Context: an optimization exercise on an open-source flow, tuned for small area. The choices shown serve that exercise and are no tape-out recipe.
The RTL was checked by simulation tests, not by an equivalence proof against the original design.
No activity file was given, so power comes from the tool's default toggle rates.

==> try-xenon <==
==> flow/design.v <==
package cpu_pkg;
   localparam int unsigned DATA_W   = 32;
   localparam int unsigned ADDR_W   = 5;
   localparam int unsigned NUM_REGS = 2 ** ADDR_W;
   typedef logic [ADDR_W-1:0] reg_addr_t;
   function automatic reg_addr_t dst_sel(input reg_addr_t in0,
                                         input reg_addr_t in1,
                                         input logic      sel);
      dst_sel = sel ? in1 : in0;
   endfunction
endpackage
module reg_file_row
#(
   parameter int unsigned DATA_W = cpu_pkg::DATA_W
) (
   input  logic              clk,
   input  logic              en,
   input  logic              en_n,
   input  logic [DATA_W-1:0] d,
   output logic [DATA_W-1:0] q
);
   always_ff @(posedge clk) begin
      q <= ({DATA_W{en}} & d) | ({DATA_W{en_n}} & q);
   end
endmodule
module reg_file_aoi3
#(
   parameter int unsigned DATA_W = cpu_pkg::DATA_W
) (
   input  logic [2:0]          sel,
   input  logic [3*DATA_W-1:0] d,
   output logic [DATA_W-1:0]   y
);
   assign y = ~(({DATA_W{sel[0]}} & d[0*DATA_W +: DATA_W]) |
                ({DATA_W{sel[1]}} & d[1*DATA_W +: DATA_W]) |
                ({DATA_W{sel[2]}} & d[2*DATA_W +: DATA_W]));
endmodule
module reg_file_rdport
#(
   parameter int unsigned DATA_W = cpu_pkg::DATA_W,
   parameter int unsigned N      = 31
) (
   input  logic [N-1:0]        sel,
   input  logic [N*DATA_W-1:0] d,
   output logic [DATA_W-1:0]   q
);
   localparam int unsigned G = N / 3;
   logic [G*DATA_W-1:0] y;
   logic [DATA_W-1:0]   rest;
   for (genvar g = 0; g < G; g++) begin : g_grp
      reg_file_aoi3 #(.DATA_W(DATA_W)) u_aoi (
         .sel (sel[3*g +: 3]),
         .d   (d[3*g*DATA_W +: 3*DATA_W]),
         .y   (y[g*DATA_W +: DATA_W])
      );
   end
   always_comb begin
      rest = '0;
      for (int unsigned i = 3 * G; i < N; i++) begin
         rest = rest | ({DATA_W{sel[i]}} & d[i*DATA_W +: DATA_W]);
      end
      q = rest;
      for (int unsigned g = 0; g < G; g++) begin
         q = q | ~y[g*DATA_W +: DATA_W];
      end
   end
endmodule
module reg_file
#(
   parameter int unsigned DATA_W = cpu_pkg::DATA_W,
   parameter int unsigned ADDR_W = cpu_pkg::ADDR_W
) (
   input  logic              clk,
   input  logic              rst,
   input  logic              we,
   input  logic [ADDR_W-1:0] wa,
   input  logic [DATA_W-1:0] wd,
   input  logic [ADDR_W-1:0] ra1,
   input  logic [ADDR_W-1:0] ra2,
   output logic [DATA_W-1:0] rd1,
   output logic [DATA_W-1:0] rd2
);
   localparam int unsigned DEPTH = 2 ** ADDR_W;
   localparam int unsigned N     = DEPTH - 1;
   logic [N*DATA_W-1:0] mem;
   logic [N-1:0]        vld;
   logic [N-1:0]        wsel;
   logic [N-1:0]        sel1;
   logic [N-1:0]        sel2;
   always_comb begin
      for (int unsigned k = 0; k < N; k++) begin
         wsel[k] = we && (wa == ADDR_W'(k + 1));
         sel1[k] = !rst && vld[k] && (ra1 == ADDR_W'(k + 1));
         sel2[k] = !rst && vld[k] && (ra2 == ADDR_W'(k + 1));
      end
   end
   always_ff @(posedge clk or posedge rst) begin
      if (rst) begin
         vld <= '0;
      end else begin
         vld <= vld | wsel;
      end
   end
   for (genvar k = 0; k < N; k++) begin : g_row
      reg_file_row #(.DATA_W(DATA_W)) u_row (
         .clk  (clk),
         .en   (wsel[k]),
         .en_n (!wsel[k]),
         .d    (wd),
         .q    (mem[k*DATA_W +: DATA_W])
      );
   end
   reg_file_rdport #(.DATA_W(DATA_W), .N(N)) u_rd1 (
      .sel (sel1),
      .d   (mem),
      .q   (rd1)
   );
   reg_file_rdport #(.DATA_W(DATA_W), .N(N)) u_rd2 (
      .sel (sel2),
      .d   (mem),
      .q   (rd2)
   );
endmodule
==> flow/run.sh <==
#!/bin/bash
# synth_recipe.tcl (not shown) runs the flow's synth.tcl, then flattens the netlist and writes it again
# the make line also repeats each setting of config.mk as NAME=value (left out here)
make -C /OpenROAD-flow-scripts/flow DESIGN_CONFIG=/design/flow/config.mk WORK_HOME=/design/flow/orfs CLKGATE_MAP_FILE= SYNTH_SCRIPT=/design/flow/synth_recipe.tcl finish
==> flow/config.mk <==
export PLATFORM = sky130hd
export DESIGN_NAME = reg_file
export DESIGN_NICKNAME = reg_file
export VERILOG_FILES = /design/flow/design.v
export SDC_FILE = /design/flow/constraint.sdc
export NUM_CORES = 4
export LEC_CHECK = 0
export CAP_MARGIN = 20
export CORE_MARGIN = 2
export CORE_UTILIZATION = 35
export SLEW_MARGIN = 20
export SYNTH_HIERARCHICAL = 1
==> flow/constraint.sdc <==
create_clock -name core_clock -period 9.0 [get_ports {clk}]
set_input_delay 1.8000 -clock core_clock [delete_from_list [all_inputs] [get_ports {clk}]]
set_output_delay 1.8000 -clock core_clock [all_outputs]
set_load 0.01 [all_outputs]
==> inputs of try-lagoon, as changes to try-xenon <==
==> flow/flow/run.sh (new file) <==
#!/bin/bash
# The standard layout with two changes:
# - clock tree synthesis clusters sinks into groups of up to 25 within
#   80 um, each driven by a clkbuf_16, and adds no dummy balancing loads;
# - every input and output port still gets a buffer, but a buf_1 rather
#   than the flow's default choice; repair_design resizes it where needed.
# All output of the standard flow goes to standard.log (ORFS's per-step
# logs are under orfs/).
set -euo pipefail
export CTS_ARGS="-sink_clustering_enable -repair_clock_nets -sink_clustering_size 25 -sink_clustering_max_diameter 80 -buf_list sky130_fd_sc_hd__clkbuf_16 -dont_use_dummy_load"
export BUFFER_PORTS_ARGS="-buffer_cell sky130_fd_sc_hd__buf_1"
bash standard.sh finish > standard.log 2>&1
==> flow/standard.sh (new file) <==
#!/bin/bash
# synth_recipe.tcl (not shown) runs the flow's synth.tcl, then flattens the netlist and writes it again
# the make line also repeats each setting of config.mk as NAME=value (left out here)
make -C /OpenROAD-flow-scripts/flow DESIGN_CONFIG=/design/flow/config.mk WORK_HOME=/design/flow/orfs CLKGATE_MAP_FILE= SYNTH_SCRIPT=/design/flow/synth_recipe.tcl "${@:-finish}"
Settings changed: CAP_MARGIN 20 to 10, CORE_UTILIZATION 35 to 60, SLEW_MARGIN 20 to 10.
removed: flow/run.sh
==> inputs of try-onyx, as changes to try-xenon <==
==> flow/flow/run.sh (new file) <==
#!/bin/bash
# The standard layout with two changes:
# - clock tree synthesis clusters sinks into groups of up to 25 within
#   80 um, each driven by a clkbuf_16, and adds no dummy balancing loads;
# - every input and output port still gets a buffer, but a buf_1 rather
#   than the flow's default choice; repair_design resizes it where needed;
# - global routing offers the router less of met1 (flow/fastroute.tcl).
# All output of the standard flow goes to standard.log (ORFS's per-step
# logs are under orfs/).
set -euo pipefail
export CTS_ARGS="-sink_clustering_enable -repair_clock_nets -sink_clustering_size 25 -sink_clustering_max_diameter 80 -buf_list sky130_fd_sc_hd__clkbuf_16 -dont_use_dummy_load"
export FASTROUTE_TCL="$(pwd)/flow/fastroute.tcl"
export BUFFER_PORTS_ARGS="-buffer_cell sky130_fd_sc_hd__buf_1"
bash standard.sh finish > standard.log 2>&1
==> flow/flow/fastroute.tcl (new file) <==
# Global routing layers as in the platform's fastroute.tcl, but with less of
# met1's capacity offered to the global router, so that signal routes move
# up to met2-met4 and leave met1 to the cells' pin access.
set_global_routing_layer_adjustment $::env(MIN_ROUTING_LAYER)-$::env(MAX_ROUTING_LAYER) 0.2
set_global_routing_layer_adjustment met1 0.6

set_routing_layers -clock $::env(MIN_CLK_ROUTING_LAYER)-$::env(MAX_ROUTING_LAYER)
set_routing_layers -signal $::env(MIN_ROUTING_LAYER)-$::env(MAX_ROUTING_LAYER)
==> flow/standard.sh (new file) <==
#!/bin/bash
# synth_recipe.tcl (not shown) runs the flow's synth.tcl, then flattens the netlist and writes it again
# the make line also repeats each setting of config.mk as NAME=value (left out here)
make -C /OpenROAD-flow-scripts/flow DESIGN_CONFIG=/design/flow/config.mk WORK_HOME=/design/flow/orfs CLKGATE_MAP_FILE= SYNTH_SCRIPT=/design/flow/synth_recipe.tcl "${@:-finish}"
Settings changed: CAP_MARGIN 20 to 10, CORE_UTILIZATION 35 to 60, SLEW_MARGIN 20 to 10.
removed: flow/run.sh
==> summary of the runs <==
Cell area, lowest first: try-lagoon, try-onyx, try-xenon. Via count: try-onyx < try-xenon < try-lagoon. Die area is the same in try-onyx and try-lagoon. In sequential power, try-xenon and try-onyx hardly differ. Clock skew is the same in try-lagoon and try-xenon. Non-clock buffer count: try-onyx > try-lagoon > try-xenon.
==> figures <==
metric                                                    try-onyx  try-lagoon        try-xenon
Worst Hold End                                              vld[2]     vld[28]           vld[2]
Launch instance of the worst register-to-register path     vld[23]     vld[23]          vld[13]
Number of vias after detailed routing                        39.0k       39.9k            39.2k
Run status                                timing/DRC/antenna clean  timing/DRC/antenna clean  timing/DRC/antenna clean
Sequential share of power                                    0.628       0.628            0.514
Worst hold slack after final layout                       0.465 ns    0.473 ns         0.473 ns
Starting DRC count in detailed routing                       5,457       10.3k            10.7k
Number of global-route vias before repair                    42.0k       38.0k            36.2k
Total sequential power                                   0.00616 W   0.00617 W        0.00617 W
Top cell by count, worst path                                buf_1       buf_1  clkdlybuf4s50_1
Met3 WL                                                  37,400 um   32,400 um        30,700 um
Power Clock                                              0.00247 W   0.00246 W        0.00460 W
All-Layer GR Usage                                           0.586       0.483            0.286

## port drivers added, routing unchanged
No port has a modelled driver above. Below, the same layouts with a new extraction and two added sets of constraints.
Step 1 assumes that a clkbuf_16 drives the clock port and a buf_2 every other input.
Step 2 also shifts input and output timing later by t, the mid clock arrival at the registers, as if the neighbouring blocks saw the same clock.
Slacks: ideal / step 1 / step 2; pairs: ideal / step 1.
run	shift t [ns]	setup WS [ns]	worst setup path after step 2	worst register clock-pin slew, ns	cell pins on the clock port's net
try-xenon	0.757	1.272 / 1.200 / 1.200	input to output	0.07 / 0.07	1
try-lagoon	0.720	1.749 / 1.727 / 1.727	input to output	0.10 / 0.10	1
try-onyx	0.722	1.736 / 1.711 / 1.711	input to output	0.11 / 0.11	1
After both steps every run listed still meets setup and hold. For try-xenon, which loses most, drivers alone change the setup slack by -0.072 ns; drivers and shift together by -0.072 ns.
